This is an optimization exercise on Yosys and OpenROAD, whose aim is small area, a short achievable clock period and few clock cycles per item, not a production implementation. RTL that was checked went through simulation tests only; none was proved equivalent to the original. The RTL of runs 1 to 3 was laid out without a check of its function. No activity file was given, so power comes from the tool's default toggle rates.

$ cat design/flow/flow/run.sh
#!/bin/bash
# The standard layout, with a faster buffer on each input and output port
# (buffer_ports otherwise picks a slow delay buffer that sets the period).
set -euo pipefail
export BUFFER_PORTS_ARGS="-buffer_cell sky130_fd_sc_hd__buf_4"
bash standard.sh > standard.log 2>&1
$ cat design/flow/standard.sh
#!/bin/bash
# synth_recipe.tcl (not shown) runs the flow's synth.tcl, then flattens the netlist and writes it again
# the make line also repeats each setting of config.mk as NAME=value (left out here)
make -C /OpenROAD-flow-scripts/flow DESIGN_CONFIG=/design/flow/config.mk WORK_HOME=/design/flow/orfs CLKGATE_MAP_FILE= SYNTH_SCRIPT=/design/flow/synth_recipe.tcl "${@:-finish}"
$ cat design/flow/config.mk
export PLATFORM = sky130hd
export DESIGN_NAME = sw_top
export DESIGN_NICKNAME = sw_top
export VERILOG_FILES = /design/flow/design.v
export SDC_FILE = /design/flow/constraint.sdc
export NUM_CORES = 4
export LEC_CHECK = 0
export ABC_AREA = 1
export CAP_MARGIN = 20
export CORE_MARGIN = 2
export CORE_UTILIZATION = 40
export SLEW_MARGIN = 20
$ cat design/flow/constraint.sdc
create_clock -name core_clock -period 11.0 [get_ports {clk}]
set_input_delay 2.2000 -clock core_clock [delete_from_list [all_inputs] [get_ports {clk}]]
set_output_delay 2.2000 -clock core_clock [all_outputs]
set_load 0.01 [all_outputs]
$ cat design/flow/design.v
`default_nettype none
package sw_pkg;
    localparam int REF_LEN   = 64;
    localparam int QUERY_LEN = 48;
    localparam int PE_COUNT  = QUERY_LEN;
    localparam int HW = 7;
    function automatic logic gt7(input logic [HW-1:0] a, input logic [HW-1:0] b);
        logic g;
        g = 1'b0;
        for (int k = 0; k < HW; k++) g = (a[k] & ~b[k]) | ((a[k] | ~b[k]) & g);
        gt7 = g;
    endfunction
    function automatic logic [2:0] tsub(input logic [1:0] t, input logic [2:0] v);
        logic c1, c2;
        c1 = ~v[0] & t[0];
        c2 = (~v[1] & t[1]) | (c1 & (~v[1] | t[1]));
        tsub = {v[2] ^ c2, ~v[1] ^ t[1] ^ c1, ~(v[0] ^ t[0])};
    endfunction
    function automatic logic [3:0] accl(input logic [1:0] lo, input logic [2:0] u);
        logic x0, x1, x2, x3, c1, c2;
        x0 = lo[0] ^ u[0];
        c1 = lo[0] & u[0];
        x1 = lo[1] ^ u[1] ^ c1;
        c2 = (lo[1] & u[1]) | (c1 & (lo[1] | u[1]));
        x2 = u[2] ^ c2;
        x3 = u[2] & c2;
        accl = {x3 | (x2 & x1), ~x3 & ~x2 & ~x1, ~x1, x0};
    endfunction
endpackage
`default_nettype wire
`timescale 1ns/1ps
`default_nettype none
module sw_ctrl #(
    parameter int P = sw_pkg::PE_COUNT
) (
    input  logic         clk,
    input  logic         reset,
    input  logic         valid_i,
    input  logic [1:0]   ref_base_i,
    input  logic [1:0]   query_base_i,
    input  logic         replay_i,       
    input  logic         replay_f_i,     
    input  logic [1:0]   replay_rb_i,
    output logic         replay_start_o,
    output logic         kill_o,
    output logic         f_o,            
    output logic [1:0]   rb_o,
    output logic [P-1:0] cap_o,
    output logic [1:0]   bq_o
);
    logic       v_q;
    logic [1:0] r_q;
    logic [5:0] cnt_q;     
    logic       gap_q;
    always_ff @(posedge clk or posedge reset) begin
        if (reset) begin
            v_q   <= 1'b0;
            cnt_q <= '0;
            gap_q <= 1'b0;
        end else begin
            v_q <= valid_i;
            if (valid_i) cnt_q <= cnt_q + 6'd1;
            if (kill_o) gap_q <= 1'b1;
            else if (f_o) gap_q <= 1'b0;
        end
    end
    always_ff @(posedge clk) begin
        r_q <= ref_base_i;
    end
    assign kill_o         = !v_q && (cnt_q != '0);
    assign replay_start_o = v_q && (cnt_q == '0) && gap_q;
    assign f_o  = (v_q && (cnt_q == 6'd1)) || replay_f_i;
    assign rb_o = replay_i ? replay_rb_i : r_q;
    assign bq_o = query_base_i;
    for (genvar k = 0; k < P; k++) begin : g_cap
        assign cap_o[k] = valid_i && (cnt_q == 6'(k));
    end
endmodule
`default_nettype wire
`timescale 1ns/1ps
`default_nettype none
module sw_sweep_counter (
    input  logic clk,
    input  logic reset,
    input  logic start_i,
    output logic active_o,
    output logic first_o
);
    logic       act_q;
    logic [5:0] cnt_q;
    always_ff @(posedge clk or posedge reset) begin
        if (reset) begin
            act_q <= 1'b0;
            cnt_q <= '0;
        end else if (start_i) begin
            act_q <= 1'b1;
            cnt_q <= '0;
        end else if (act_q) begin
            cnt_q <= cnt_q + 6'd1;
            if (cnt_q == 6'(sw_pkg::REF_LEN - 1)) act_q <= 1'b0;
        end
    end
    assign active_o = act_q;
    assign first_o  = act_q && (cnt_q == '0);
endmodule
`default_nettype wire
`timescale 1ns/1ps
`default_nettype none
module sw_seq_store #(
    parameter int W     = 2,
    parameter int DEPTH = 64
) (
    input  logic         clk,
    input  logic         shift_i,
    input  logic [W-1:0] data_i,
    output logic [W-1:0] tail_o
);
    logic [W-1:0] mem [DEPTH];
    always_ff @(posedge clk) begin
        if (shift_i) begin
            mem[0] <= data_i;
            for (int k = 1; k < DEPTH; k++) mem[k] <= mem[k-1];
        end
    end
    assign tail_o = mem[DEPTH-1];
endmodule
`default_nettype wire
`timescale 1ns/1ps
`default_nettype none
module sw_pe #(
    parameter int ROW = 1
) (
    input  logic                  clk,
    input  logic                  reset,
    input  logic                  kill_i,      
    input  logic                  f_i,         
    input  logic [1:0]            rb_i,        
    input  logic [2:0]            uu_i,        
    input  logic                  eu_i,        
    input  logic [sw_pkg::HW-1:0] au_i,        
    input  logic [sw_pkg::HW-1:0] a2_i,        
    input  logic [sw_pkg::HW-1:0] cbs_i,       
    input  logic [5:0]            cbi_i,       
    input  logic                  cap_i,
    input  logic [1:0]            bq_i,
    output logic                  f_o,
    output logic [1:0]            rb_o,
    output logic [2:0]            u_o,         
    output logic                  e_o,         
    output logic [sw_pkg::HW-1:0] a_o,         
    output logic [sw_pkg::HW-1:0] cbs_o,       
    output logic [5:0]            cbi_o
);
    localparam int W = sw_pkg::HW;
    logic [1:0]   q_q;
    logic [2:0]   v_q;     
    logic         ed_q;    
    logic [W-1:0] a_q;     
    logic         a3, a4, a5, a6;      
    logic         b3, b4, b5, b6;      
    logic         m;                   
    logic         z0;                  
    logic         t1, t2, t3;          
    logic [1:0]   tb;                  
    logic [2:0]   vl;
    logic [2:0]   un, vn;
    logic         en, edn;
    always_comb begin
        z0 = (ROW == 1) || f_i || (au_i == '0);
        m  = (rb_i == q_q);
        a3 = uu_i[2] | (uu_i[1] & (uu_i[0] | eu_i));
        a4 = uu_i[2] | (uu_i[1] & uu_i[0] & eu_i);
        a5 = uu_i[2] & (uu_i[1] | uu_i[0] | eu_i);
        a6 = uu_i[2] & (uu_i[1] | (uu_i[0] & eu_i));
        if (f_i) begin
            {b3, b4, b5, b6} = 4'b0000;
            vl = 3'd2;
        end else begin
            b3 = v_q[2] | (v_q[1] & (v_q[0] | ed_q));
            b4 = v_q[2] | (v_q[1] & v_q[0] & ed_q);
            b5 = v_q[2] & (v_q[1] | v_q[0] | ed_q);
            b6 = v_q[2] & (v_q[1] | (v_q[0] & ed_q));
            vl = v_q;
        end
        t3 = m | a6 | b6;
        t2 = m | a5 | b5;
        t1 = m | a4 | b4 | z0;
        tb = {t2, (t1 & ~t2) | t3};
        un  = sw_pkg::tsub(tb, vl);    
        vn  = sw_pkg::tsub(tb, uu_i);  
        en  = a3 & (~t1 | a4) & (~t2 | a5) & (~t3 | a6);
        edn = b3 & (~t1 | b4) & (~t2 | b5) & (~t3 | b6);
    end
    logic [W-1:0] ab;
    logic [3:0]   al;
    logic [W-3:0] tg;
    always_comb begin
        ab = f_o ? '0 : a_q;
        al = sw_pkg::accl(ab[1:0], u_o);
        for (int k = 0; k < W - 2; k++) begin
            tg[k] = (al[3] & ((k == 0) | (&(ab[W-1:2] | ~((W-2)'((1 << k) - 1)))))) |
                    (al[2] & ((k == 0) | ~(|(ab[W-1:2] & (W-2)'((1 << k) - 1)))));
        end
    end
    always_ff @(posedge clk or posedge reset) begin
        if (reset) f_o <= 1'b0;
        else       f_o <= f_i && !kill_i;
    end
    always_ff @(posedge clk) begin
        if (!kill_i) rb_o <= rb_i;
        u_o  <= un;
        e_o  <= en;
        if (cap_i) q_q <= bq_i;
        v_q  <= vn;
        ed_q <= edn;
        a_q <= {ab[W-1:2] ^ tg, al[1:0]};
    end
    assign a_o = a_q;
    if (ROW <= 2) begin : g_no_best
        assign cbs_o = '0;
        assign cbi_o = '0;
    end else begin : g_best
        logic take;
        assign take = sw_pkg::gt7(a2_i, cbs_i);
        always_ff @(posedge clk) begin
            cbs_o <= take ? a2_i : cbs_i;
            cbi_o <= take ? 6'(ROW - 2) : cbi_i;
        end
    end
endmodule
`default_nettype wire
`timescale 1ns/1ps
`default_nettype none
module sw_pe_array #(
    parameter int P = sw_pkg::PE_COUNT
) (
    input  logic                  clk,
    input  logic                  reset,
    input  logic                  kill_i,
    input  logic                  f_i,
    input  logic [1:0]            rb_i,
    input  logic [P-1:0]          cap_i,
    input  logic [1:0]            bq_i,
    output logic [1:0]            rb_o,        
    output logic                  f_o,         
    output logic [sw_pkg::HW-1:0] cbs_o,       
    output logic [5:0]            cbi_o,
    output logic [sw_pkg::HW-1:0] a1_o,        
    output logic [sw_pkg::HW-1:0] a_o          
);
    localparam int W = sw_pkg::HW;
    logic         l_f   [P+1];
    logic [1:0]   l_rb  [P+1];
    logic [2:0]   l_u   [P+1];
    logic         l_e   [P+1];
    logic [W-1:0] l_a   [P+1];
    logic [W-1:0] l_cbs [P+1];
    logic [5:0]   l_cbi [P+1];
    assign l_f[0]   = f_i;
    assign l_rb[0]  = rb_i;
    assign l_u[0]   = 3'd2;
    assign l_e[0]   = 1'b0;
    assign l_a[0]   = '0;
    assign l_cbs[0] = '0;
    assign l_cbi[0] = '0;
    for (genvar k = 0; k < P; k++) begin : g_pe
        logic [W-1:0] a2;
        if (k == 0) begin : g_a20
            assign a2 = '0;
        end else begin : g_a2n
            assign a2 = l_a[k-1];
        end
        sw_pe #(.ROW (k + 1)) u_pe (
            .clk     (clk),
            .reset   (reset),
            .kill_i  (kill_i),
            .f_i     (l_f[k]),
            .rb_i    (l_rb[k]),
            .uu_i    (l_u[k]),
            .eu_i    (l_e[k]),
            .au_i    (l_a[k]),
            .a2_i    (a2),
            .cbs_i   (l_cbs[k]),
            .cbi_i   (l_cbi[k]),
            .cap_i   (cap_i[k]),
            .bq_i    (bq_i),
            .f_o     (l_f[k+1]),
            .rb_o    (l_rb[k+1]),
            .u_o     (l_u[k+1]),
            .e_o     (l_e[k+1]),
            .a_o     (l_a[k+1]),
            .cbs_o   (l_cbs[k+1]),
            .cbi_o   (l_cbi[k+1])
        );
    end
    assign rb_o  = l_rb[P];
    assign f_o   = l_f[P];
    assign cbs_o = l_cbs[P];
    assign a1_o  = l_a[P-1];
    assign cbi_o = l_cbi[P];
    assign a_o   = l_a[P];
endmodule
`default_nettype wire
`timescale 1ns/1ps
`default_nettype none
module sw_max_tracker #(
    parameter int P = sw_pkg::PE_COUNT
) (
    input  logic                  clk,
    input  logic                  reset,
    input  logic                  kill_i,
    input  logic                  f_i,       
    input  logic [sw_pkg::HW-1:0] cbs_i,     
    input  logic [5:0]            cbi_i,
    input  logic [sw_pkg::HW-1:0] a1_i,      
    input  logic [sw_pkg::HW-1:0] a_i,       
    output logic                  finish_o,
    output logic [20:0]           best_o
);
    localparam int W = sw_pkg::HW;
    logic         f1_q;
    logic [W-1:0] c1s_q;
    logic [5:0]   c1i_q;
    logic         t1;
    assign t1 = sw_pkg::gt7(a1_i, cbs_i);
    always_ff @(posedge clk or posedge reset) begin
        if (reset) f1_q <= 1'b0;
        else       f1_q <= f_i && !kill_i;
    end
    always_ff @(posedge clk) begin
        c1s_q <= t1 ? a1_i : cbs_i;
        c1i_q <= t1 ? 6'(P - 1) : cbi_i;
    end
    logic         act_q;
    logic [6:0]   j_q;
    logic         fin_q;
    logic [W-1:0] bs_q;
    logic [6:0]   bj_q;
    logic [5:0]   bi_q;
    logic [W-1:0] os_q;
    logic [6:0]   oj_q;
    logic [5:0]   oi_q;
    logic         act;
    logic [6:0]   j;
    logic         g, ta, tb, take;
    always_comb begin
        act = f1_q || act_q;
        j   = f1_q ? 7'd1 : j_q;
        g   = sw_pkg::gt7(a_i, c1s_q);
        ta  = sw_pkg::gt7(a_i, bs_q);
        tb  = sw_pkg::gt7(c1s_q, bs_q) || ((c1s_q == bs_q) && (c1i_q < bi_q));
        take = g ? ta : tb;
    end
    always_ff @(posedge clk or posedge reset) begin
        if (reset) begin
            act_q <= 1'b0;
            fin_q <= 1'b0;
        end else begin
            act_q <= act && (j != 7'(sw_pkg::REF_LEN)) && !kill_i;
            fin_q <= act && (j == 7'(sw_pkg::REF_LEN)) && !kill_i;
        end
    end
    always_ff @(posedge clk) begin
        j_q <= j + 7'd1;
        if (f_i) begin
            bs_q <= '0;
            bj_q <= '0;
            bi_q <= '0;
        end else if (act && take) begin
            bs_q <= g ? a_i : c1s_q;
            bj_q <= j;
            bi_q <= g ? 6'(P) : c1i_q;
        end
    end
    always_ff @(posedge clk) begin
        if (act && take) begin
            os_q <= g ? a_i : c1s_q;
            oj_q <= j;
            oi_q <= g ? 6'(P) : c1i_q;
        end else if (f1_q) begin
            os_q <= '0;
            oj_q <= '0;
            oi_q <= '0;
        end
    end
    assign finish_o = fin_q;
    assign best_o   = {{(8 - W){1'b0}}, os_q, oj_q, oi_q};
endmodule
`default_nettype wire
`timescale 1ns/1ps
`default_nettype none
module sw_top (
    input  logic        clk,
    input  logic        reset,
    input  logic        valid_i,
    input  logic [1:0]  ref_base_i,
    input  logic [1:0]  query_base_i,
    output logic        finish_o,
    output logic [20:0] result_o
);
    localparam int P = sw_pkg::PE_COUNT;
    localparam int W = sw_pkg::HW;
    logic [1:0]   a_rb;
    logic         replay_start;
    logic         replay;
    logic         replay_f;
    logic [1:0]   replay_rb;
    logic         kill;
    logic         s_f;
    logic [1:0]   s_rb;
    logic [P-1:0] cap;
    logic [1:0]   bq;
    logic         a_f;
    logic [W-1:0] a_cbs;
    logic [5:0]   a_cbi;
    logic [W-1:0] a_a1;
    logic [W-1:0] a_a;
    sw_ctrl #(.P (P)) u_ctrl (
        .clk (clk), .reset (reset), .valid_i (valid_i),
        .ref_base_i (ref_base_i), .query_base_i (query_base_i),
        .replay_i (replay), .replay_f_i (replay_f), .replay_rb_i (replay_rb),
        .replay_start_o (replay_start),
        .kill_o (kill), .f_o (s_f), .rb_o (s_rb), .cap_o (cap), .bq_o (bq)
    );
    sw_seq_store #(.W (2), .DEPTH (sw_pkg::REF_LEN - P)) u_ref_store (
        .clk (clk), .shift_i (!kill), .data_i (a_rb), .tail_o (replay_rb)
    );
    sw_sweep_counter u_replay (
        .clk (clk), .reset (reset), .start_i (replay_start),
        .active_o (replay), .first_o (replay_f)
    );
    sw_pe_array #(.P (P)) u_array (
        .clk (clk), .reset (reset), .kill_i (kill), .f_i (s_f), .rb_i (s_rb),
        .cap_i (cap), .bq_i (bq),
        .rb_o (a_rb), .f_o (a_f), .cbs_o (a_cbs), .cbi_o (a_cbi), .a1_o (a_a1), .a_o (a_a)
    );
    sw_max_tracker #(.P (P)) u_tracker (
        .clk (clk), .reset (reset), .kill_i (kill), .f_i (a_f), .cbs_i (a_cbs),
        .cbi_i (a_cbi), .a1_i (a_a1), .a_i (a_a), .finish_o (finish_o), .best_o (result_o)
    );
endmodule
`default_nettype wire
==> parameters.txt, run 1 <==
Parameter                              Value

Outcome
  Run status ... no timing/DRC/antenna violations

Routing
  DRC errors left ... 0
  Number of design-rule violations left by the first detailed-router iteration ... 3359
  Detailed Route WL ... about 150000 um
  Via Count ... around 53000
  Via-to-Cell Ratio ... 4.84
  First-pass detailed-route iteration total ... 6
  Final routed wire length divided by cell count ... between 10 and 15 um
  Residual antenna-violating net count after detailed routing ... 0

Clock tree
  Total CTS buffers ... 170
  Count of buffers added by post-CTS timing repair for setup ... 0
  Clock Latency Late Sink ... 780 ps
  Root buffer cell ... sky130_fd_sc_hd__clkbuf_16
  Count of clock tree sinks ... 1604
  Post-cts gate resize count ... 0
  Count of H-tree levels built during CTS ... 4
  TritonCTS clock tree ... yes
  Clock transition at the register clock pins on the worst setup and hold paths after CTS ... 60 ps
  Hold Buf Count CTS ... 0
  Buffer levels on the longest clock path ... 3

Worst setup path
  FF-to-FF setup slack ... 7850 ps
  Crit path capture type ... output pin
  Worst Path Class, Setup ... flop to output pin
  Critical path startpoint category ... flop
  Crit path largest cell delay ... 380 ps
  CP max stage cell ... sky130_fd_sc_hd__edfxtp_1
  Largest fanout on the critical path ... 1
  WP data required ... 8800 ps
  Worst Path Arrival ... between 1000 and 1500 ps
  Kind of cell adding the most delay to the critical path ... flip-flops
  Startpoint of the most critical register-to-register path ... u_array.g_pe[47].u_pe.f_o$_DFF_PP0_
  Cells along the critical path ... buf_4
  Worst path bufs/invs ... 1
  Worst reg-to-reg path cell count ... 10
  End of the worst register-to-register path ... u_array.g_pe[47].u_pe.a_q[6]$_DFF_P_

Die
  Top-level port count ... 29
  Die Y ... between 400 and 500 um
  Initial core utilization ... 0.402
  Die width ... ~430 um
  Core footprint ... 178000 um^2
  Number of rows in the core area ... 155
  Floorplan die area ... between 150000 and 200000 um^2

Placement
  Post-place instance area ... 74100 um^2
  Total instance count after detailed placement ... about 11000
  Buffers on Ports ... 27
  Post-Place Worst Slack ... 7330 ps
  GPL Wtd Cong ... 0.849
  Hpwl dp ... approximately 110000 um

Timing
  Final hold viol count ... 0
  TNS Setup ... 0 ps
  Final setup margin ... roughly 7500 ps
  Crit share post-route ... 0.319
  Count of final max-slew check failures ... 0
  Max Fclk ... ~280 MHz
  Worst-case headroom to the max-slew limit ... 0.305
  Minimum clock period ... between 3000 and 4000 ps
  Transition time at the pin with the least slew margin ... 1040 ps
  Hold_ws ... 344 ps
  Number of endpoints failing setup at the final stage ... 0
  Unrepaired setup endpoints after global routing ... false
  Largest clock skew in the final design ... slightly above 20 ps

Power and ir drop
  Switching power ... 11.9 mW
  Internal portion of total power ... ~17 mW
  Leakage power summed over all cells ... ~38 nW
  Pwr dens ... approximately 360 nW/um^2
  Post-layout total power ... 28.8 mW
  Clock power share ... 0.202
  IR drop worst, VDD ... between 0.0001 and 0.00015 V
  Portion of total power attributed to sequential cells ... 0.364
  Share of power burned in combinational logic ... 0.434
  Proportion of total power due to net switching ... 0.412

Worst hold path
  Worst hold path startpoint ... u_array.g_pe[0].u_pe.a_q[3]$_DFF_P_
  Hold Path Depth ... 0
  Hold crit path type ... flop to flop
  Hold worst-path end ... u_array.g_pe[2].u_pe.cbs_o[3]$_SDFF_PN0_

Logic synthesis
  Sequential share of the synthesized area ... 0.488
  Cell variety after synth ... 55
  Async S/R FF share, synth ... 0.0411
  Synthesized netlist cell count ... roughly 8400
  Predominant post-synthesis flop cell ... sky130_fd_sc_hd__dfxtp_1
  Total of flip-flops plus latches after synthesis ... roughly 1600
  Cell Area, Synth ... 71400 um^2
  Post-synth top area share ... 0.363
  Mean area per synthesized cell ... approximately 8.5 um^2
  EDFF count, synth ... between 200 and 250
  Synth warn ... 68
  Post-synthesis cell type with the largest combined area ... sky130_fd_sc_hd__dfxtp_1
  Leading cell types by total area after synthesis ... sky130_fd_sc_hd__dfxtp_1, sky130_fd_sc_hd__edfxtp_1, sky130_fd_sc_hd__nand2_1, sky130_fd_sc_hd__inv_1, sky130_fd_sc_hd__ha_1
  Syn_nets ... 8805

Global routing
  Pin count of the biggest net entering global routing ... between 50 and 60
  Congestion Overflow GR ... 0
  Via count of the first global-routing pass ... roughly 51000
  Antenna violations before repair ... 5
  Global-route wire length before repair ... roughly 240000 um
  Global routing usage summed across all routing layers ... 0.160

Layout
  Fin nets ... just under 9000
  Post-route insts no fill ... ~11000
  Share of the core filled with cells in the final layout ... 0.449
  Top library cells by usage in the layout, fill and taps aside ... sky130_fd_sc_hd__nand2_1, sky130_fd_sc_hd__dfxtp_1, sky130_fd_sc_hd__inv_1
  Most common library cell in the layout ignoring fill and taps ... sky130_fd_sc_hd__nand2_1
  Proportion of layout cells with a drive suffix above 1 ... 0.0523
  Area Overhead vs Synth ... 11.7%
  Post-route cell area ... around 80000 um^2

Job
  Number of violations of the max-capacitance limit ... 0
[cell usage after synthesis, drive strengths merged, types with 66 or more instances]
cell,n
nand2,1900
dfxtp,1294
inv,1283
nor2,711
o21ai,398
nand3,380
a21oi,308
ha,265
xor2,247
edfxtp,244
xnor2,187
o22ai,162
fa,143
nor3,108
nand4,98
o211ai,90
or2,90
buf,73
a21boi,67
dfrtp,66
[cells by family (layout without fill, tap and decap cells)]
logic type               count (synthesis)  count (layout)  share of synthesized area
AO/OA/AOI/OAI                         1159            1159                     0.0959
other                                    1               3                  0.0000525
XOR/XNOR                               434             434                     0.0532
flip-flops                            1604            1604                      0.488
AND/OR/NAND/NOR                       3396            3396                      0.200
buffers and inverters                 1388            1626                     0.0753
adder cells (fa/ha/maj)                408             408                     0.0865
[state kept, by name, indices dropped and copies added (netlist names), 2 cells and up]
name and flops:
u_array.g_pe.u_pe.f_o 48, u_array.g_pe.u_pe.u_o 144, u_array.g_pe.u_pe.rb_o 96, u_tracker.oj_q 7
u_array.g_pe.u_pe.cbs_o 322, u_tracker.bi_q 6, u_array.g_pe.u_pe.ed_q 48, u_array.g_pe.u_pe.a_q 336
u_tracker.bs_q 7, u_tracker.os_q 7, u_tracker.oi_q 6, u_ctrl.r_q 2
u_tracker.j_q 7, u_ref_store.mem 32, u_array.g_pe.u_pe.v_q 144, u_tracker.c1s_q 7
u_ctrl.cnt_q 6, u_replay.cnt_q 6, u_tracker.c1i_q 6, u_array.g_pe.u_pe.cbi_o 219
u_array.g_pe.u_pe.q_q 96, u_array.g_pe.u_pe.e_o 46
[routing by layer]
layer | vias to the layer above | global-route usage | wire (um)
li1 | 27300 | - | -
met1 | 24700 | 0.211 | 68900
met2 | 885 | 0.267 | 67700
met3 | 259 | 0.0257 | 5530
met4 | 4 | 0.0486 | 3520
met5 | - | 0 | 26
[layout make-up]
cell class	count	area, um^2
clock buffers	246	4920
clock inverters	65	805
flip-flops and latches	1604	34900
well taps	2355	2950
inverters	1283	4820
repair buffers	32	240
fillers	17000	98100
diodes	2	5.00
multi-input cells	5398	31200
[power groups by stage]
stage / logic [mW] / clock network [mW] / registers, mW
3_3_place_gp: 12.1 / 0 / 10.6
6_report: 12.5 / 5.81 / 10.5
4_1_cts: 12.6 / 5.98 / 10.5
3_5_place_dp: 12.5 / 0 / 10.6
2_1_floorplan: 10.1 / 0 / 9.96
5_1_grt: 14.7 / 6.22 / 10.8
[how the worst max path moves through the flow]
stage                                         start                                      to  slack, ps  depth (start not counted)
finish              u_tracker.oi_q[0]$_SDFFCE_PN0P_                             result_o[0]       7490                          1
global route        u_tracker.oj_q[5]$_SDFFCE_PN0P_                            result_o[11]       7420                          1
CTS                 u_tracker.oi_q[0]$_SDFFCE_PN0P_                             result_o[0]       7410                          1
detailed placement                          valid_i  u_array.g_pe[36].u_pe.q_q[0]$_DFFE_PP_       7330                          3
global placement                              reset      u_array.g_pe[2].u_pe.f_o$_DFF_PP0_       7360                          3
floorplan               u_ctrl.cnt_q[0]$_DFFE_PP0P_               u_tracker.act_q$_DFF_PP0_       6570                          9
==> run 2: changes to the inputs <==
==> design/flow/flow/run.sh (replaced) <==
#!/bin/bash
# The standard layout, with a faster buffer on each input and output port
# (buffer_ports otherwise picks a slow delay buffer that sets the period), and
# timing repair that aims at a shorter period than the 11 ns the constraints
# give, since the period reached counts. The constraints are unchanged.
set -euo pipefail
export BUFFER_PORTS_ARGS="-buffer_cell sky130_fd_sc_hd__buf_4"
bash standard.sh SETUP_SLACK_MARGIN=7.6 finish > standard.log 2>&1
==> parameters.txt, run 2 <==
Parameter                              Value

Routing
  Number of design-rule violations left by the first detailed-router iteration ... 3429 (+2.1%)
  Detailed Route WL ... 145000 um (-0.23%)
  First-pass detailed-route iteration total ... 6 (unchanged)
  DRC errors left ... 0 (unchanged)
  Residual antenna-violating net count after detailed routing ... 0 (unchanged)
  Via-to-Cell Ratio ... 4.83 (-0.25%)
  Via Count ... 53000 (-0.24%)
  Final routed wire length divided by cell count ... 13.2 um (-0.25%)

Logic synthesis
  Post-synthesis compound-gate area fraction ... 0.0959 (unchanged)
  Mean area per synthesized cell ... 8.51 um^2 (unchanged)
  Sequential share of the synthesized area ... 0.488 (unchanged)
  Cell Area, Synth ... 71400 um^2 (unchanged)
  Post-synth top area share ... 0.363 (unchanged)
  Area fraction in and, or, nand and nor cells after synthesis ... 0.200 (unchanged)
  Synthesized netlist cell count ... 8390 (unchanged)
  Post-synthesis mux area share ... 0 (unchanged)
  Total of flip-flops plus latches after synthesis ... 1604 (unchanged)
  Synth warn ... 68 (unchanged)
  Async S/R FF share, synth ... 0.0411 (unchanged)
  Most common library cells after synthesis ... sky130_fd_sc_hd__nand2_1, sky130_fd_sc_hd__dfxtp_1, sky130_fd_sc_hd__inv_1, sky130_fd_sc_hd__nor2_1, sky130_fd_sc_hd__o21ai_0
  Cell variety after synth ... 55 (unchanged)
  Main combinational cell family by area after synthesis ... simple AND/OR/NAND/NOR gates
  Leading cell types by total area after synthesis ... sky130_fd_sc_hd__dfxtp_1, sky130_fd_sc_hd__edfxtp_1, sky130_fd_sc_hd__nand2_1, sky130_fd_sc_hd__inv_1, sky130_fd_sc_hd__ha_1
  Adder-Cell Fraction of Synth Area ... 0.0865 (unchanged)
  Xor-xnor portion of the synthesized cell area ... 0.0532 (unchanged)
  Predominant post-synthesis flop cell ... sky130_fd_sc_hd__dfxtp_1
  Syn_nets ... 8805 (unchanged)
  Post-synthesis cell type with the largest combined area ... sky130_fd_sc_hd__dfxtp_1
  Most common cell in the netlist ... sky130_fd_sc_hd__nand2_1
  EDFF count, synth ... 244 (unchanged)

Layout
  Post-route insts no fill ... 11000 (+0.018%)
  Fin nets ... 8906 (+0.022%)
  Number of flip-flops in the largest register ... 336 (unchanged)
  Area Overhead vs Synth ... 11.8% (about the same)
  Top library cells by usage in the layout, fill and taps aside ... sky130_fd_sc_hd__nand2_1, sky130_fd_sc_hd__dfxtp_1, sky130_fd_sc_hd__inv_1
  Most common library cell in the layout ignoring fill and taps ... sky130_fd_sc_hd__nand2_1
  Post-route cell area ... 79900 um^2 (about the same)
  Leading registers by flop count ... u_array.g_pe.u_pe.a_q (336), u_array.g_pe.u_pe.cbs_o (322), u_array.g_pe.u_pe.cbi_o (219)
  Top register by number of flip-flops ... u_array.g_pe.u_pe.a_q
  Proportion of layout cells with a drive suffix above 1 ... 0.0529 (+0.000677)

Clock tree
  Total CTS buffers ... 172 (+1.2%)
  Clock Latency Late Sink ... 800 ps (+20 ps)
  TritonCTS clock tree ... yes
  Root buffer cell ... sky130_fd_sc_hd__clkbuf_16
  Count of buffers added by post-CTS timing repair for setup ... 0 (unchanged)
  Buffer levels on the longest clock path ... 3 (unchanged)
  Clock transition at the register clock pins on the worst setup and hold paths after CTS ... 60 ps (about the same)
  Count of H-tree levels built during CTS ... 4 (unchanged)
  Count of clock tree sinks ... 1604 (unchanged)

Timing
  Crit share post-route ... 0.320 (+0.00121)
  TNS Setup ... 0 ps (unchanged)
  Largest clock skew in the final design ... 34.7 ps (+14.0 ps)
  Transition time at the pin with the least slew margin ... 1070 ps (+31.2 ps)
  Number of endpoints failing setup at the final stage ... 0 (unchanged)
  Count of final max-slew check failures ... 0 (unchanged)
  Max Fclk ... 284 MHz (-0.38%)
  Worst-case headroom to the max-slew limit ... 0.284 (-0.0208)
  Minimum clock period ... 3520 ps (+13.3 ps)
  Unrepaired setup endpoints after global routing ... true
  Final hold viol count ... 0 (unchanged)

Power and ir drop
  Pwr dens ... 360 nW/um^2 (-0.16%)
  Leakage power summed over all cells ... 38.2 nW (about the same)
  Post-layout total power ... 28.7 mW (about the same)
  IR drop worst, VDD ... 0.000153 V (+12%)

Worst setup path
  CP max stage cell ... sky130_fd_sc_hd__edfxtp_1
  Worst path bufs/invs ... 1 (unchanged)
  Startpoint of the most critical register-to-register path ... u_ctrl.cnt_q[0]$_DFFE_PP0P_
  FF-to-FF setup slack ... 8000 ps (+150 ps)
  Crit path largest cell delay ... 390 ps (about the same)
  Kind of cell adding the most delay to the critical path ... flip-flops
  Critical path startpoint category ... flop
  Worst Path Arrival ... 1320 ps (about the same)
  Worst Path Class, Setup ... flop to output pin
  End of the worst register-to-register path ... u_tracker.act_q$_DFF_PP0_
  Worst reg-to-reg path cell count ... 9 (-1)
  Largest fanout on the critical path ... 1 (unchanged)
  Cells along the critical path ... buf_6
  Crit path capture type ... output pin
  WP data required ... 8800 ps (about the same)

Die
  Floorplan die area ... 182000 um^2 (unchanged)
  Initial core utilization ... 0.402 (unchanged)
  Die Y ... 427 um (unchanged)
  Die width ... 427 um (unchanged)
  Number of rows in the core area ... 155 (unchanged)
  Core footprint ... 178000 um^2 (unchanged)
  Top-level port count ... 29 (unchanged)

Global routing
  Global-route wire length before repair ... 244000 um (about the same)
  Pin count of the biggest net entering global routing ... 75 (+47%)
  Antenna violations before repair ... 4 (-1)
  Global routing usage summed across all routing layers ... 0.160 (about the same)
  Via count of the first global-routing pass ... 51300 (+0.45%)
  Congestion Overflow GR ... 0 (unchanged)

Outcome
  Run status ... no timing/DRC/antenna violations

Placement
  Post-place instance area ... 74100 um^2 (about the same)
  Total instance count after detailed placement ... 10700 (unchanged)
  Hpwl dp ... 107000 um (-0.24%)
  Buffers on Ports ... 27 (unchanged)
  GPL Wtd Cong ... 0.840 (-1.0%)

Job
  Number of violations of the max-capacitance limit ... 0 (unchanged)

Worst hold path
  Worst hold path startpoint ... u_array.g_pe[0].u_pe.a_q[1]$_DFF_P_
  Hold crit path type ... flop to flop
  Hold Path Depth ... 0 (unchanged)
  Hold worst-path end ... u_array.g_pe[2].u_pe.cbs_o[1]$_SDFF_PN0_
## run 2: through the flow
step                      utilization  hold slack [ps]  worst slack [ps]
after floorplan                     -              387              7680
after global placement          0.416              351              7210
after detailed placement        0.416              339              7200
after CTS                       0.449              356              7390
after global routing            0.449              370              7400
final                           0.449              359              7480
## run 2: metal layers
metal  vias up  global-route usage  part of all wire
met5         -                   0           0.00016
met4         4              0.0510             0.023
met3       243              0.0267             0.038
met2       862               0.270              0.47
met1     24600               0.207              0.47
li1      27300                   -                 -
## run 2: power by group
part           leakage (nW)  switching, mW  internal [mW]
Clock                  2.81           2.37           3.40
Sequential             14.0           1.79           8.67
Combinational          21.3           7.75           4.76
Total                  38.2           11.9           16.8
## run 2: layout make-up
cell class	count	area, um^2
Antenna cell	1	2.50
Timing Repair Buffer	32	315
Tap cell	2355	2950
Fill cell	17100	98000
Clock inverter	69	758
Multi-Input combinational cell	5398	31200
Inverter	1283	4820
Clock buffer	245	4950
Sequential cell	1604	34900
## run 2: worst max-delay path by stage
stage,from,to,slack [ps],cells after the start
finish,u_tracker.oj_q[1]$_SDFFCE_PN0P_,result_o[7],7480,1
global route,u_tracker.oj_q[6]$_SDFFCE_PN0P_,result_o[12],7400,1
CTS,u_tracker.oj_q[1]$_SDFFCE_PN0P_,result_o[7],7390,1
detailed placement,reset,u_array.g_pe[12].u_pe.f_o$_DFF_PP0_,7200,3
global placement,reset,u_array.g_pe[11].u_pe.f_o$_DFF_PP0_,7210,3
floorplan,valid_i,u_array.g_pe[16].u_pe.q_q[0]$_DFFE_PP_,7680,4
## run 2: timing repair
action / CTS / global route
hold buffers: 0 / 0
cloned: 0 / 0
setup endpoints to repair: 21 / 21
gates resized for setup: 8 / 12
hold endpoints to repair: 0 / 0
## run 2: cells by family (layout without fill, tap and decap cells)
| kind of cell | Yosys count | count (layout) |
|---|---|---|
| flops | 1604 | 1604 |
| fa+ha+maj | 408 | 408 |
| xor+xnor | 434 | 434 |
| compound gates | 1159 | 1159 |
| other cells | 1 | 2 |
| simple gates | 3396 | 3396 |
| buf+inv | 1388 | 1629 |
==> run 3: changes to the inputs <==
--- a/design/flow/design.v
+++ b/design/flow/design.v
@@ -52,12 +52,15 @@
     logic [1:0] r_q;
     logic [5:0] cnt_q;     
     logic       gap_q;
+    logic       kill_q;    
     always_ff @(posedge clk or posedge reset) begin
         if (reset) begin
             v_q   <= 1'b0;
             cnt_q <= '0;
             gap_q <= 1'b0;
+            kill_q <= 1'b0;
         end else begin
+            kill_q <= !valid_i && (cnt_q != '0);
             v_q <= valid_i;
             if (valid_i) cnt_q <= cnt_q + 6'd1;
             if (kill_o) gap_q <= 1'b1;
@@ -67,7 +70,7 @@
     always_ff @(posedge clk) begin
         r_q <= ref_base_i;
     end
-    assign kill_o         = !v_q && (cnt_q != '0);
+    assign kill_o         = kill_q;
     assign replay_start_o = v_q && (cnt_q == '0) && gap_q;
     assign f_o  = (v_q && (cnt_q == 6'd1)) || replay_f_i;
     assign rb_o = replay_i ? replay_rb_i : r_q;
@@ -148,6 +151,7 @@
     output logic [2:0]            u_o,         
     output logic                  e_o,         
     output logic [sw_pkg::HW-1:0] a_o,         
+    output logic [sw_pkg::HW-1:0] an_o,        
     output logic [sw_pkg::HW-1:0] cbs_o,       
     output logic [5:0]            cbi_o
 );
@@ -213,9 +217,10 @@
         if (cap_i) q_q <= bq_i;
         v_q  <= vn;
         ed_q <= edn;
-        a_q <= {ab[W-1:2] ^ tg, al[1:0]};
+        a_q <= an_o;
     end
-    assign a_o = a_q;
+    assign an_o = {ab[W-1:2] ^ tg, al[1:0]};
+    assign a_o  = a_q;
     if (ROW <= 2) begin : g_no_best
         assign cbs_o = '0;
         assign cbi_o = '0;
@@ -242,11 +247,12 @@
     input  logic [P-1:0]          cap_i,
     input  logic [1:0]            bq_i,
     output logic [1:0]            rb_o,        
+    output logic                  fp_o,        
     output logic                  f_o,         
     output logic [sw_pkg::HW-1:0] cbs_o,       
     output logic [5:0]            cbi_o,
     output logic [sw_pkg::HW-1:0] a1_o,        
-    output logic [sw_pkg::HW-1:0] a_o          
+    output logic [sw_pkg::HW-1:0] an_o         
 );
     localparam int W = sw_pkg::HW;
     logic         l_f   [P+1];
@@ -254,6 +260,7 @@
     logic [2:0]   l_u   [P+1];
     logic         l_e   [P+1];
     logic [W-1:0] l_a   [P+1];
+    logic [W-1:0] l_an  [P+1];
     logic [W-1:0] l_cbs [P+1];
     logic [5:0]   l_cbi [P+1];
     assign l_f[0]   = f_i;
@@ -289,6 +296,7 @@
             .u_o     (l_u[k+1]),
             .e_o     (l_e[k+1]),
             .a_o     (l_a[k+1]),
+            .an_o    (l_an[k+1]),
             .cbs_o   (l_cbs[k+1]),
             .cbi_o   (l_cbi[k+1])
         );
@@ -298,7 +306,8 @@
     assign cbs_o = l_cbs[P];
     assign a1_o  = l_a[P-1];
     assign cbi_o = l_cbi[P];
-    assign a_o   = l_a[P];
+    assign an_o  = l_an[P];
+    assign fp_o  = l_f[P-1];
 endmodule
 `default_nettype wire
 `timescale 1ns/1ps
@@ -309,6 +318,7 @@
     input  logic                  clk,
     input  logic                  reset,
     input  logic                  kill_i,
+    input  logic                  fp_i,      
     input  logic                  f_i,       
     input  logic [sw_pkg::HW-1:0] cbs_i,     
     input  logic [5:0]            cbi_i,
@@ -318,19 +328,6 @@
     output logic [20:0]           best_o
 );
     localparam int W = sw_pkg::HW;
-    logic         f1_q;
-    logic [W-1:0] c1s_q;
-    logic [5:0]   c1i_q;
-    logic         t1;
-    assign t1 = sw_pkg::gt7(a1_i, cbs_i);
-    always_ff @(posedge clk or posedge reset) begin
-        if (reset) f1_q <= 1'b0;
-        else       f1_q <= f_i && !kill_i;
-    end
-    always_ff @(posedge clk) begin
-        c1s_q <= t1 ? a1_i : cbs_i;
-        c1i_q <= t1 ? 6'(P - 1) : cbi_i;
-    end
     logic         act_q;
     logic [6:0]   j_q;
     logic         fin_q;
@@ -342,14 +339,24 @@
     logic [5:0]   oi_q;
     logic         act;
     logic [6:0]   j;
-    logic         g, ta, tb, take;
+    logic         g1, g2, g3, w1, w0;
+    logic         tc, t1, t0, take;
+    logic [W-1:0] ns;
+    logic [5:0]   ni;
     always_comb begin
-        act = f1_q || act_q;
-        j   = f1_q ? 7'd1 : j_q;
-        g   = sw_pkg::gt7(a_i, c1s_q);
-        ta  = sw_pkg::gt7(a_i, bs_q);
-        tb  = sw_pkg::gt7(c1s_q, bs_q) || ((c1s_q == bs_q) && (c1i_q < bi_q));
-        take = g ? ta : tb;
+        act = f_i || act_q;
+        j   = f_i ? 7'd1 : j_q;
+        g1 = sw_pkg::gt7(a1_i, cbs_i);
+        g2 = sw_pkg::gt7(a_i, cbs_i);
+        g3 = sw_pkg::gt7(a_i, a1_i);
+        w0 = g2 & g3;               
+        w1 = g1 & ~g3;              
+        tc = sw_pkg::gt7(cbs_i, bs_q) || ((cbs_i == bs_q) && (cbi_i < bi_q));
+        t1 = sw_pkg::gt7(a1_i, bs_q) || ((a1_i == bs_q) && (bi_q == 6'(P)));
+        t0 = sw_pkg::gt7(a_i, bs_q);
+        take = w0 ? t0 : (w1 ? t1 : tc);
+        ns   = w0 ? a_i : (w1 ? a1_i : cbs_i);
+        ni   = w0 ? 6'(P) : (w1 ? 6'(P - 1) : cbi_i);
     end
     always_ff @(posedge clk or posedge reset) begin
         if (reset) begin
@@ -362,25 +369,25 @@
     end
     always_ff @(posedge clk) begin
         j_q <= j + 7'd1;
-        if (f_i) begin
+        if (fp_i) begin
             bs_q <= '0;
             bj_q <= '0;
             bi_q <= '0;
         end else if (act && take) begin
-            bs_q <= g ? a_i : c1s_q;
+            bs_q <= ns;
             bj_q <= j;
-            bi_q <= g ? 6'(P) : c1i_q;
+            bi_q <= ni;
         end
     end
     always_ff @(posedge clk) begin
         if (act && take) begin
-            os_q <= g ? a_i : c1s_q;
+            os_q <= ns;
             oj_q <= j;
-            oi_q <= g ? 6'(P) : c1i_q;
-        end else if (f1_q) begin
-            os_q <= '0;
-            oj_q <= '0;
-            oi_q <= '0;
+            oi_q <= ni;
+        end else begin
+            os_q <= bs_q;
+            oj_q <= bj_q;
+            oi_q <= bi_q;
         end
     end
     assign finish_o = fin_q;
@@ -410,6 +417,7 @@
     logic [1:0]   s_rb;
     logic [P-1:0] cap;
     logic [1:0]   bq;
+    logic         a_fp;
     logic         a_f;
     logic [W-1:0] a_cbs;
     logic [5:0]   a_cbi;
@@ -432,10 +440,10 @@
     sw_pe_array #(.P (P)) u_array (
         .clk (clk), .reset (reset), .kill_i (kill), .f_i (s_f), .rb_i (s_rb),
         .cap_i (cap), .bq_i (bq),
-        .rb_o (a_rb), .f_o (a_f), .cbs_o (a_cbs), .cbi_o (a_cbi), .a1_o (a_a1), .a_o (a_a)
+        .rb_o (a_rb), .fp_o (a_fp), .f_o (a_f), .cbs_o (a_cbs), .cbi_o (a_cbi), .a1_o (a_a1), .an_o (a_a)
     );
     sw_max_tracker #(.P (P)) u_tracker (
-        .clk (clk), .reset (reset), .kill_i (kill), .f_i (a_f), .cbs_i (a_cbs),
+        .clk (clk), .reset (reset), .kill_i (kill), .fp_i (a_fp), .f_i (a_f), .cbs_i (a_cbs),
         .cbi_i (a_cbi), .a1_i (a_a1), .a_i (a_a), .finish_o (finish_o), .best_o (result_o)
     );
 endmodule
==> design/flow/flow/run.sh (replaced) <==
#!/bin/bash
# The standard layout, with a faster buffer on each input and output port
# (buffer_ports otherwise picks a slow delay buffer that sets the period).
set -euo pipefail
export BUFFER_PORTS_ARGS="-buffer_cell sky130_fd_sc_hd__buf_4"
bash standard.sh > standard.log 2>&1
--- a/design/flow/config.mk
+++ b/design/flow/config.mk
@@ -8,5 +8,5 @@
 export ABC_AREA = 1
 export CAP_MARGIN = 20
 export CORE_MARGIN = 2
-export CORE_UTILIZATION = 40
+export CORE_UTILIZATION = 65
 export SLEW_MARGIN = 20
==> parameters.txt, run 3 <==
Parameter                              Value

Clock tree
  Count of buffers added by post-CTS timing repair for setup ... 0 (unchanged)
  Post-cts gate resize count ... 0 (-8)
  Buffer levels on the longest clock path ... 3 (unchanged)
  Count of clock tree sinks ... 1598 (-0.37%)
  TritonCTS clock tree ... yes
  Hold Buf Count CTS ... 0 (unchanged)
  Clock transition at the register clock pins on the worst setup and hold paths after CTS ... 60 ps (about the same)
  Total CTS buffers ... 162 (-5.8%)
  Count of H-tree levels built during CTS ... 4 (unchanged)
  Clock Latency Late Sink ... 760 ps (-40 ps)
  Root buffer cell ... sky130_fd_sc_hd__clkbuf_16

Placement
  Post-place instance area ... 71500 um^2 (-3.4%)
  Buffers on Ports ... 27 (unchanged)
  Post-Place Worst Slack ... 6930 ps (-265 ps)
  GPL Wtd Cong ... 0.901 (+7.3%)
  Hpwl dp ... 100000 um (-6.0%)

Worst setup path
  Critical Path Source ... u_array.g_pe[47].u_pe.f_o$_DFF_PP0_
  WP data required ... 11680 ps (+2880 ps)
  Crit path top cell by count ... sky130_fd_sc_hd__nand2_1
  Kind of cell adding the most delay to the critical path ... simple AND/OR/NAND/NOR gates
  Crit path largest cell delay ... 580 ps (+190 ps)
  End of the worst register-to-register path ... u_tracker.bs_q[4]$_SDFF_PP0_
  Worst Path Arrival ... 4730 ps (+3410 ps)
  CP max stage cell ... sky130_fd_sc_hd__dfrtp_1
  Cells along the critical path ... nor2_1, ha_1, fa_1, inv_1, ha_1, inv_1, nor2_1, nand3_1, nor2_1, nand2_1, nand2_1, nand2_1, nand2_2, nand2_1, nand3_2, nand3_1, nand2_1, nand3_2, nand2_4, inv_2, nand2_1, nand2_1, nor2_1
  Crit path capture type ... flop
  Worst Path Class, Setup ... flop to flop
  Largest fanout on the critical path ... 34 (+33)
  Startpoint of the most critical register-to-register path ... u_array.g_pe[47].u_pe.f_o$_DFF_PP0_
  Worst reg-to-reg path cell count ... 23 (+14)
  Endpoint of the most critical setup path ... u_tracker.bs_q[4]$_SDFF_PP0_
  Total number of cells along the worst setup path ... 23 (+22)
  Critical path startpoint category ... flop
  FF-to-FF setup slack ... 6950 ps (-1050 ps)
  Worst path bufs/invs ... 3 (+2)

Timing
  Worst-case headroom to the max-slew limit ... 0.309 (+0.0253)
  Count of final max-slew check failures ... 0 (unchanged)
  Max Fclk ... 247 MHz (-13%)
  TNS Setup ... 0 ps (unchanged)
  Number of endpoints failing setup at the final stage ... 0 (unchanged)
  Largest clock skew in the final design ... 18.9 ps (-15.9 ps)
  Crit share post-route ... 0.368 (+0.0479)
  Minimum clock period ... 4050 ps (+527 ps)
  Final hold viol count ... 0 (unchanged)
  Transition time at the pin with the least slew margin ... 1030 ps (-48.7 ps)
  Unrepaired setup endpoints after global routing ... false
  Final setup margin ... 6950 ps (-527 ps)

Layout
  Number of flip-flops in the largest register ... 336 (unchanged)
  Post-route cell area ... 77100 um^2 (-3.5%)
  Top library cells by usage in the layout, fill and taps aside ... sky130_fd_sc_hd__nand2_1, sky130_fd_sc_hd__dfxtp_1, sky130_fd_sc_hd__inv_1
  Number of diodes added for antenna fixing ... 0 (-1)
  Fin nets ... 8589 (-3.6%)
  Most common library cell in the layout ignoring fill and taps ... sky130_fd_sc_hd__nand2_1
  Top register by number of flip-flops ... u_array.g_pe.u_pe.a_q
  Area Overhead vs Synth ... 10.2%
  Proportion of layout cells with a drive suffix above 1 ... 0.0585 (+0.00554)
  Leading registers by flop count ... u_array.g_pe.u_pe.a_q (336), u_array.g_pe.u_pe.cbs_o (322), u_array.g_pe.u_pe.cbi_o (219)
  Filler cells ... 8307 (-51%)

Routing
  Final routed wire length divided by cell count ... 14.2 um (+7.6%)
  Via Count ... 51500 (-2.9%)
  Via-to-Cell Ratio ... 5.31 (+10%)
  DRC errors left ... 0 (unchanged)
  First-pass detailed-route iteration total ... 6 (unchanged)
  Number of design-rule violations left by the first detailed-router iteration ... 3653 (+6.5%)
  Residual antenna-violating net count after detailed routing ... 0 (unchanged)
  Detailed Route WL ... 138000 um (-5.1%)

Logic synthesis
  Syn_nets ... 8496 (-3.5%)
  Total of flip-flops plus latches after synthesis ... 1598 (-0.37%)
  Post-synthesis cell type with the largest combined area ... sky130_fd_sc_hd__dfxtp_1
  EDFF count, synth ... 224 (-8.2%)
  Mean area per synthesized cell ... 8.66 um^2 (+1.8%)
  Predominant post-synthesis flop cell ... sky130_fd_sc_hd__dfxtp_1
  Main combinational cell family by area after synthesis ... simple AND/OR/NAND/NOR gates
  Synth warn ... 69 (+1.5%)
  Synthesized netlist cell count ... 8068 (-3.8%)
  Post-synthesis mux area share ... 0 (unchanged)
  Most common cell in the netlist ... sky130_fd_sc_hd__nand2_1
  Post-synth top area share ... 0.375 (+0.0119)
  Xor-xnor portion of the synthesized cell area ... 0.0529 (-0.000349)
  Sequential share of the synthesized area ... 0.495 (+0.00602)
  Cell variety after synth ... 51 (-7.3%)
  Post-synthesis compound-gate area fraction ... 0.119 (+0.0226)
  Adder-Cell Fraction of Synth Area ... 0.0909 (+0.00435)
  Most common library cells after synthesis ... sky130_fd_sc_hd__nand2_1, sky130_fd_sc_hd__dfxtp_1, sky130_fd_sc_hd__inv_1, sky130_fd_sc_hd__nor2_1, sky130_fd_sc_hd__o21ai_0
  Leading cell types by total area after synthesis ... sky130_fd_sc_hd__dfxtp_1, sky130_fd_sc_hd__edfxtp_1, sky130_fd_sc_hd__nand2_1, sky130_fd_sc_hd__inv_1, sky130_fd_sc_hd__ha_1
  Cell Area, Synth ... 69900 um^2 (-2.1%)
  Area fraction in and, or, nand and nor cells after synthesis ... 0.166 (-0.0344)
  Async S/R FF share, synth ... 0.0413 (+0.000154)

Power and ir drop
  IR drop worst, VDD ... 0.000242 V (+58%)
  Leakage power summed over all cells ... 36.8 nW (-3.7%)
  Pwr dens ... 365 nW/um^2 (+1.4%)
  Post-layout total power ... 28.1 mW (-2.1%)

Global routing
  Global routing usage summed across all routing layers ... 0.252 (+0.0927)
  Antenna violations before repair ... 0 (-4)
  Congestion Overflow GR ... 0 (unchanged)
  Via count of the first global-routing pass ... 49200 (-4.2%)
  Global-route wire length before repair ... 233000 um (-4.7%)
  Pin count of the biggest net entering global routing ... 129 (+72%)

Die
  Die width ... 332 um (-22%)
  Core footprint ... 107000 um^2 (-40%)
  Top-level port count ... 29 (unchanged)
  Initial core utilization ... 0.654 (+0.252)
  Floorplan die area ... 110000 um^2 (-39%)
  Number of rows in the core area ... 120 (-23%)
  Die Y ... 332 um (-22%)

Job
  Number of violations of the max-capacitance limit ... 0 (unchanged)

Outcome
  Run status ... no timing/DRC/antenna violations

Worst hold path
  Hold crit path type ... flop to flop
-- run 3: kinds of logic after synthesis --
group                      Yosys count
AOI/OAI and AO/OA                 1430
xor gates and xnor gates           422
adders and majority gates          422
buffers and inverters             1426
DFF                               1598
other                                1
and+or+nand+nor                   2769
-- run 3: area by class of cell --
class,count,area (um^2),area share
Timing Repair Buffer,48,360,0.00468
Tap cell,1403,1760,0.0228
Clock buffer,234,4830,0.0627
Sequential cell,1598,34600,0.449
Clock inverter,61,664,0.00862
Inverter,1307,4920,0.0638
Multi-Input combinational cell,5044,30000,0.389
-- run 3: metal layers --
layer / vias up / GRT usage / share of wire
met5: - / 0 / 0
met4: 0 / 0.0737 / 0.023
met3: 225 / 0.0375 / 0.043
met2: 976 / 0.421 / 0.47
met1: 23900 / 0.342 / 0.47
li1: 26400 / - / -
-- run 3: stage by stage --
stage	util	std cells	hold WS [ps]
floorplan	-	8068	388
global placement	0.669	9400	337
detailed placement	0.669	9400	338
CTS	0.721	9695	354
global route	0.721	9695	369
finish	0.721	9695	360
-- run 3: worst min path at each step --
| stage | start | end | slack, ps | cells after the start |
|---|---|---|---|---|
| floorplan | u_array.g_pe[11].u_pe.cbi_o[0]$_SDFF_PP0_ | u_array.g_pe[12].u_pe.cbi_o[0]$_SDFF_PP1_ | 390 | 2 |
| global route | u_array.g_pe[0].u_pe.a_q[3]$_DFF_P_ | u_array.g_pe[2].u_pe.cbs_o[3]$_SDFF_PN0_ | 370 | 0 |
| detailed placement | u_array.g_pe[0].u_pe.a_q[6]$_DFF_P_ | u_array.g_pe[2].u_pe.cbs_o[6]$_SDFF_PN0_ | 340 | 0 |
| finish | u_array.g_pe[0].u_pe.a_q[5]$_DFF_P_ | u_array.g_pe[2].u_pe.cbs_o[5]$_SDFF_PN0_ | 360 | 0 |
| global placement | u_array.g_pe[0].u_pe.a_q[5]$_DFF_P_ | u_array.g_pe[2].u_pe.cbs_o[5]$_SDFF_PN0_ | 340 | 0 |
| CTS | u_array.g_pe[0].u_pe.a_q[5]$_DFF_P_ | u_array.g_pe[2].u_pe.cbs_o[5]$_SDFF_PN0_ | 350 | 0 |
-- run 3: report_power, final --
group	internal (mW)	switching (mW)
combinational	4.77	7.50
clock	3.35	2.22
sequential	8.61	1.69
==> run 4: changes to the inputs <==
--- a/design/flow/design.v
+++ b/design/flow/design.v
@@ -152,6 +152,7 @@
     output logic                  e_o,         
     output logic [sw_pkg::HW-1:0] a_o,         
     output logic [sw_pkg::HW-1:0] an_o,        
+    output logic [sw_pkg::HW-1:0] h_o,         
     output logic [sw_pkg::HW-1:0] cbs_o,       
     output logic [5:0]            cbi_o
 );
@@ -221,6 +222,13 @@
     end
     assign an_o = {ab[W-1:2] ^ tg, al[1:0]};
     assign a_o  = a_q;
+    if (ROW == sw_pkg::PE_COUNT) begin : g_h
+        always_ff @(posedge clk) begin
+            h_o <= (f_i ? '0 : au_i) + W'(tb) - W'(1);
+        end
+    end else begin : g_no_h
+        assign h_o = '0;
+    end
     if (ROW <= 2) begin : g_no_best
         assign cbs_o = '0;
         assign cbi_o = '0;
@@ -252,7 +260,7 @@
     output logic [sw_pkg::HW-1:0] cbs_o,       
     output logic [5:0]            cbi_o,
     output logic [sw_pkg::HW-1:0] a1_o,        
-    output logic [sw_pkg::HW-1:0] an_o         
+    output logic [sw_pkg::HW-1:0] h_o          
 );
     localparam int W = sw_pkg::HW;
     logic         l_f   [P+1];
@@ -260,7 +268,7 @@
     logic [2:0]   l_u   [P+1];
     logic         l_e   [P+1];
     logic [W-1:0] l_a   [P+1];
-    logic [W-1:0] l_an  [P+1];
+    logic [W-1:0] l_h   [P+1];
     logic [W-1:0] l_cbs [P+1];
     logic [5:0]   l_cbi [P+1];
     assign l_f[0]   = f_i;
@@ -296,7 +304,8 @@
             .u_o     (l_u[k+1]),
             .e_o     (l_e[k+1]),
             .a_o     (l_a[k+1]),
-            .an_o    (l_an[k+1]),
+            .an_o    (),
+            .h_o     (l_h[k+1]),
             .cbs_o   (l_cbs[k+1]),
             .cbi_o   (l_cbi[k+1])
         );
@@ -306,7 +315,7 @@
     assign cbs_o = l_cbs[P];
     assign a1_o  = l_a[P-1];
     assign cbi_o = l_cbi[P];
-    assign an_o  = l_an[P];
+    assign h_o   = l_h[P];
     assign fp_o  = l_f[P-1];
 endmodule
 `default_nettype wire
@@ -440,7 +449,7 @@
     sw_pe_array #(.P (P)) u_array (
         .clk (clk), .reset (reset), .kill_i (kill), .f_i (s_f), .rb_i (s_rb),
         .cap_i (cap), .bq_i (bq),
-        .rb_o (a_rb), .fp_o (a_fp), .f_o (a_f), .cbs_o (a_cbs), .cbi_o (a_cbi), .a1_o (a_a1), .an_o (a_a)
+        .rb_o (a_rb), .fp_o (a_fp), .f_o (a_f), .cbs_o (a_cbs), .cbi_o (a_cbi), .a1_o (a_a1), .h_o (a_a)
     );
     sw_max_tracker #(.P (P)) u_tracker (
         .clk (clk), .reset (reset), .kill_i (kill), .fp_i (a_fp), .f_i (a_f), .cbs_i (a_cbs),
--- a/design/flow/config.mk
+++ b/design/flow/config.mk
@@ -9,4 +9,5 @@
 export CAP_MARGIN = 20
 export CORE_MARGIN = 2
 export CORE_UTILIZATION = 65
+export CTS_CLUSTER_SIZE = 24
 export SLEW_MARGIN = 20
==> parameters.txt, run 4 <==
Parameter                              Value

Timing
  Max Fclk ... 286 MHz (+16%)
  TNS Setup ... 0 ps (unchanged)
  Transition time at the pin with the least slew margin ... 933 ps (-93.1 ps)
  Final setup margin ... 7510 ps (+560 ps)
  Largest clock skew in the final design ... 13.4 ps (-5.46 ps)
  Crit share post-route ... 0.317 (-0.0509)
  Final hold viol count ... 0 (unchanged)
  Number of endpoints failing setup at the final stage ... 0 (unchanged)
  Unrepaired setup endpoints after global routing ... false
  Worst-case headroom to the max-slew limit ... 0.378 (+0.0693)
  Count of final max-slew check failures ... 0 (unchanged)
  Minimum clock period ... 3490 ps (-560 ps)

Clock tree
  TritonCTS clock tree ... yes
  Clock Latency Late Sink ... 750 ps (about the same)
  Count of buffers added by post-CTS timing repair for setup ... 0 (unchanged)
  Root buffer cell ... sky130_fd_sc_hd__clkbuf_16
  Clock transition at the register clock pins on the worst setup and hold paths after CTS ... 60 ps (about the same)
  Count of H-tree levels built during CTS ... 4 (unchanged)
  Buffer levels on the longest clock path ... 3 (unchanged)
  Count of clock tree sinks ... 1595 (-0.19%)
  Total CTS buffers ... 162 (unchanged)
  Hold Buf Count CTS ... 0 (unchanged)
  Post-cts gate resize count ... 0 (unchanged)

Layout
  Leading registers by flop count ... u_array.g_pe.u_pe.a_q (329), u_array.g_pe.u_pe.cbs_o (322), u_array.g_pe.u_pe.cbi_o (219)
  Number of diodes added for antenna fixing ... 0 (unchanged)
  Area Overhead vs Synth ... 10.2% (about the same)
  Sequential cell area ... 34500 um^2 (-0.17%)
  Number of flip-flops in the largest register ... 329 (-2.1%)
  Top register by number of flip-flops ... u_array.g_pe.u_pe.a_q
  Most common library cell in the layout ignoring fill and taps ... sky130_fd_sc_hd__nand2_1
  Filler cells ... 8275 (-0.39%)
  Fin nets ... 8732 (+1.7%)
  Share of the core filled with cells in the final layout ... 0.723 (+0.00250)
  Post-route cell area ... 77500 um^2 (+0.63%)
  Top library cells by usage in the layout, fill and taps aside ... sky130_fd_sc_hd__nand2_1, sky130_fd_sc_hd__inv_1, sky130_fd_sc_hd__dfxtp_1
  Area of the multi-input gates ... 30400 um^2 (+1.4%)
  Proportion of layout cells with a drive suffix above 1 ... 0.0489 (-0.00962)

Routing
  Max Used Layer ... met5
  DRC errors left ... 0 (unchanged)
  Routed length on met3 ... 5530 um (-7.2%)
  Met2 wirelength from detailed routing ... 67300 um (+4.8%)
  Via-to-Cell Ratio ... 5.30 (about the same)
  Residual antenna-violating net count after detailed routing ... 0 (unchanged)
  Total routed wire length on the met1 layer ... 64400 um (-0.33%)
  Via Count ... 52200 (+1.3%)
  Final routed wire length divided by cell count ... 14.4 um (+1.3%)
  Number of design-rule violations left by the first detailed-router iteration ... 3227 (-12%)
  First-pass detailed-route iteration total ... 8 (+2)
  Detailed Route WL ... 142000 um (+2.8%)

Placement
  GPL Wtd Cong ... 0.878 (-2.5%)
  Hpwl dp ... 103000 um (+2.3%)
  Buffers on Ports ... 27 (unchanged)
  Post-Place Worst Slack ... 7370 ps (+433 ps)
  Post-place instance area ... 71900 um^2 (+0.42%)

Global routing
  Global-route wire length before repair ... 238000 um (+2.3%)
  Congestion Overflow GR ... 0 (unchanged)
  Global routing usage summed across all routing layers ... 0.257 (+0.00432)
  Antenna violations before repair ... 3 (+3)
  Via count of the first global-routing pass ... 50300 (+2.4%)
  Pin count of the biggest net entering global routing ... 87 (-33%)

Logic synthesis
  Post-synth top area share ... 0.371 (-0.00323)
  Most common library cells after synthesis ... sky130_fd_sc_hd__nand2_1, sky130_fd_sc_hd__inv_1, sky130_fd_sc_hd__dfxtp_1, sky130_fd_sc_hd__nor2_1, sky130_fd_sc_hd__o21ai_0
  Async S/R FF share, synth ... 0.0414 (+0.0000777)
  Post-synthesis cell type with the largest combined area ... sky130_fd_sc_hd__dfxtp_1
  Cell variety after synth ... 50 (-2.0%)
  Sequential share of the synthesized area ... 0.491 (-0.00399)
  Synth warn ... 69 (unchanged)
  Mean area per synthesized cell ... 8.56 um^2 (-1.2%)
  Cell Area, Synth ... 70300 um^2 (+0.64%)
  Syn_nets ... 8653 (+1.8%)
  Synthesized netlist cell count ... 8219 (+1.9%)
  Predominant post-synthesis flop cell ... sky130_fd_sc_hd__dfxtp_1
  Total of flip-flops plus latches after synthesis ... 1595 (-0.19%)
  Most common cell in the netlist ... sky130_fd_sc_hd__nand2_1
  Leading cell types by total area after synthesis ... sky130_fd_sc_hd__dfxtp_1, sky130_fd_sc_hd__edfxtp_1, sky130_fd_sc_hd__nand2_1, sky130_fd_sc_hd__inv_1, sky130_fd_sc_hd__ha_1
  EDFF count, synth ... 224 (unchanged)

Power and ir drop
  Share of power burned in combinational logic ... 0.432 (-0.004)
  Post-layout total power ... 28.3 mW (+0.58%)
  Portion of total power attributed to sequential cells ... 0.364 (-0.002)
  Proportion of total power due to net switching ... 0.408 (+0.00289)
  Internal portion of total power ... 16.7 mW (about the same)
  IR drop worst, VDD ... 0.000248 V (+2.3%)
  Clock power share ... 0.203 (+0.005)
  Leakage power summed over all cells ... 37.4 nW (+1.7%)
  Pwr dens ... 365 nW/um^2 (about the same)
  Switching power ... 11.6 mW (+1.3%)

Die
  Core footprint ... 107000 um^2 (+0.28%)
  Die width ... 333 um (+0.31%)
  Initial core utilization ... 0.656 (+0.00232)
  Top-level port count ... 29 (unchanged)
  Die Y ... 333 um (+0.31%)
  Floorplan die area ... 111000 um^2 (+0.63%)
  Number of rows in the core area ... 120 (unchanged)

Worst setup path
  WP data required ... 8800 ps (-2880 ps)
  Cells along the critical path ... buf_4
  Critical path startpoint category ... flop
  Worst Path Class, Setup ... flop to output pin
  Crit path largest cell delay ... 390 ps (-190 ps)
  CP max stage cell ... sky130_fd_sc_hd__dfrtp_1
  Worst Path Arrival ... 1290 ps (-3440 ps)
  Largest fanout on the critical path ... 1 (-97%)
  Crit path capture type ... output pin
  Kind of cell adding the most delay to the critical path ... flip-flops
  Worst path bufs/invs ... 1 (-2)

Job
  Number of violations of the max-capacitance limit ... 0 (unchanged)

Outcome
  Run status ... no timing/DRC/antenna violations

Worst hold path
  Hold crit path type ... flop to flop
==> run 4: changes by cell type in the layout (fill, tap and decap cells not counted), sizes merged, moves of 14 or more <==
cell | before | now
a2111oi | 24 | 7
buf | 48 | 33
o211ai | 101 | 80
nor2 | 825 | 765
o21ai | 643 | 585
nand2 | 1375 | 1620
a21boi | 5 | 65
nand3 | 73 | 134
inv | 1308 | 1322
or2 | 149 | 90
==> run 4: layer usage <==
metal	track usage	vias to the layer above
met5	0	-
met4	0.0912	6
met3	0.0354	280
met2	0.439	1041
met1	0.334	24100
li1	-	26700
==> run 4: cells by family (layout without fill, tap and decap cells) <==
kind of cell	count (synthesis)	count (layout)	synth area share
simple gates	2958	2958	0.174
flops	1595	1595	0.491
buf+inv	1439	1650	0.0776
compound gates	1373	1373	0.113
fa+ha+maj	427	427	0.0911
xor+xnor	426	426	0.0530
other cells	1	1	0.0000533
==> run 4: path summary, 6_finish.rpt <==
kind | cells after the start | slack [ps] | end | start
max | 1 | 7510 | finish_o | u_tracker.fin_q$_DFF_PP0_
max in group asynchronous | 3 | 8220 | u_ctrl.kill_q$_DFF_PP0_ | reset
max reg2reg | 12 | 7830 | u_array.g_pe[47].u_pe.h_o[5]$_DFF_P_ | u_array.g_pe[47].u_pe.q_q[1]$_DFFE_PP_
min | 0 | 350 | u_array.g_pe[2].u_pe.cbs_o[4]$_SDFF_PN0_ | u_array.g_pe[0].u_pe.a_q[4]$_DFF_P_
min in group asynchronous | 2 | 1520 | u_array.g_pe[1].u_pe.f_o$_DFF_PP0_ | reset
min reg2reg | 0 | 350 | u_array.g_pe[2].u_pe.cbs_o[4]$_SDFF_PN0_ | u_array.g_pe[0].u_pe.a_q[4]$_DFF_P_
==> run 4: area by class of cell <==
type / instances / area share
Sequential cell: 1595 / 0.445
Multi-Input combinational cell: 5185 / 0.392
Inverter: 1321 / 0.0640
Clock buffer: 227 / 0.0621
Tap cell: 1403 / 0.0226
Clock inverter: 69 / 0.0112
Timing Repair Buffer: 33 / 0.00324
==> run 4: through the flow <==
stage               hold WS (ps)  instances
floorplan                    388       8219
global placement             339       9537
CTS                          355       9833
finish                       355       9833
detailed placement           337       9537
global route                 366       9833
==> run 4: power groups by stage <==
stage	sequential (mW)	clock (mW)	combinational, mW
6_report	10.3	5.76	12.2
5_1_grt	10.6	6.10	14.4
4_1_cts	10.3	5.86	12.3
3_5_place_dp	10.4	0	12.1
3_3_place_gp	10.3	0	11.7
2_1_floorplan	9.83	0	9.74
Testbench counts of run 4, summed over its fixed seeds: cycles 14,472, alignments 128.

-- afterwards: timing with drivers on the ports --
The results above use ideal ports. As a check the final layouts listed here were re-extracted and re-timed, cells and wires unchanged.
Step 1, drivers: a clkbuf_16 drives clk and a buf_2 each remaining input, both assumed.
Step 2, shift: input delay + t, output delay - t, t = (earliest + latest rising clock arrival at the registers) / 2. This alone moves slack from input paths to output paths.
a / b / c = ideal ports / drivers / drivers and shift; a / b = the first two.
run | t, ns | setup slack, ns | slew at the worst register clock pin (ns) | worst data-port slew with drivers (ns)
run 1 | 0.864 | 7.490 / 7.398 / 7.250 | 0.07 / 0.07 | 0.16
run 2 | 0.874 | 7.477 / 7.390 / 7.279 | 0.07 / 0.07 | 0.15
run 3 | 0.820 | 6.950 / 6.950 / 6.950 | 0.07 / 0.07 | 0.09
run 4 | 0.815 | 7.509 / 7.439 / 7.311 | 0.06 / 0.06 | 0.14
After both steps setup and hold are still met in every run listed. The setup slack of run 1, which loses most, moves by -0.092 ns with the drivers and by -0.240 ns with both steps.
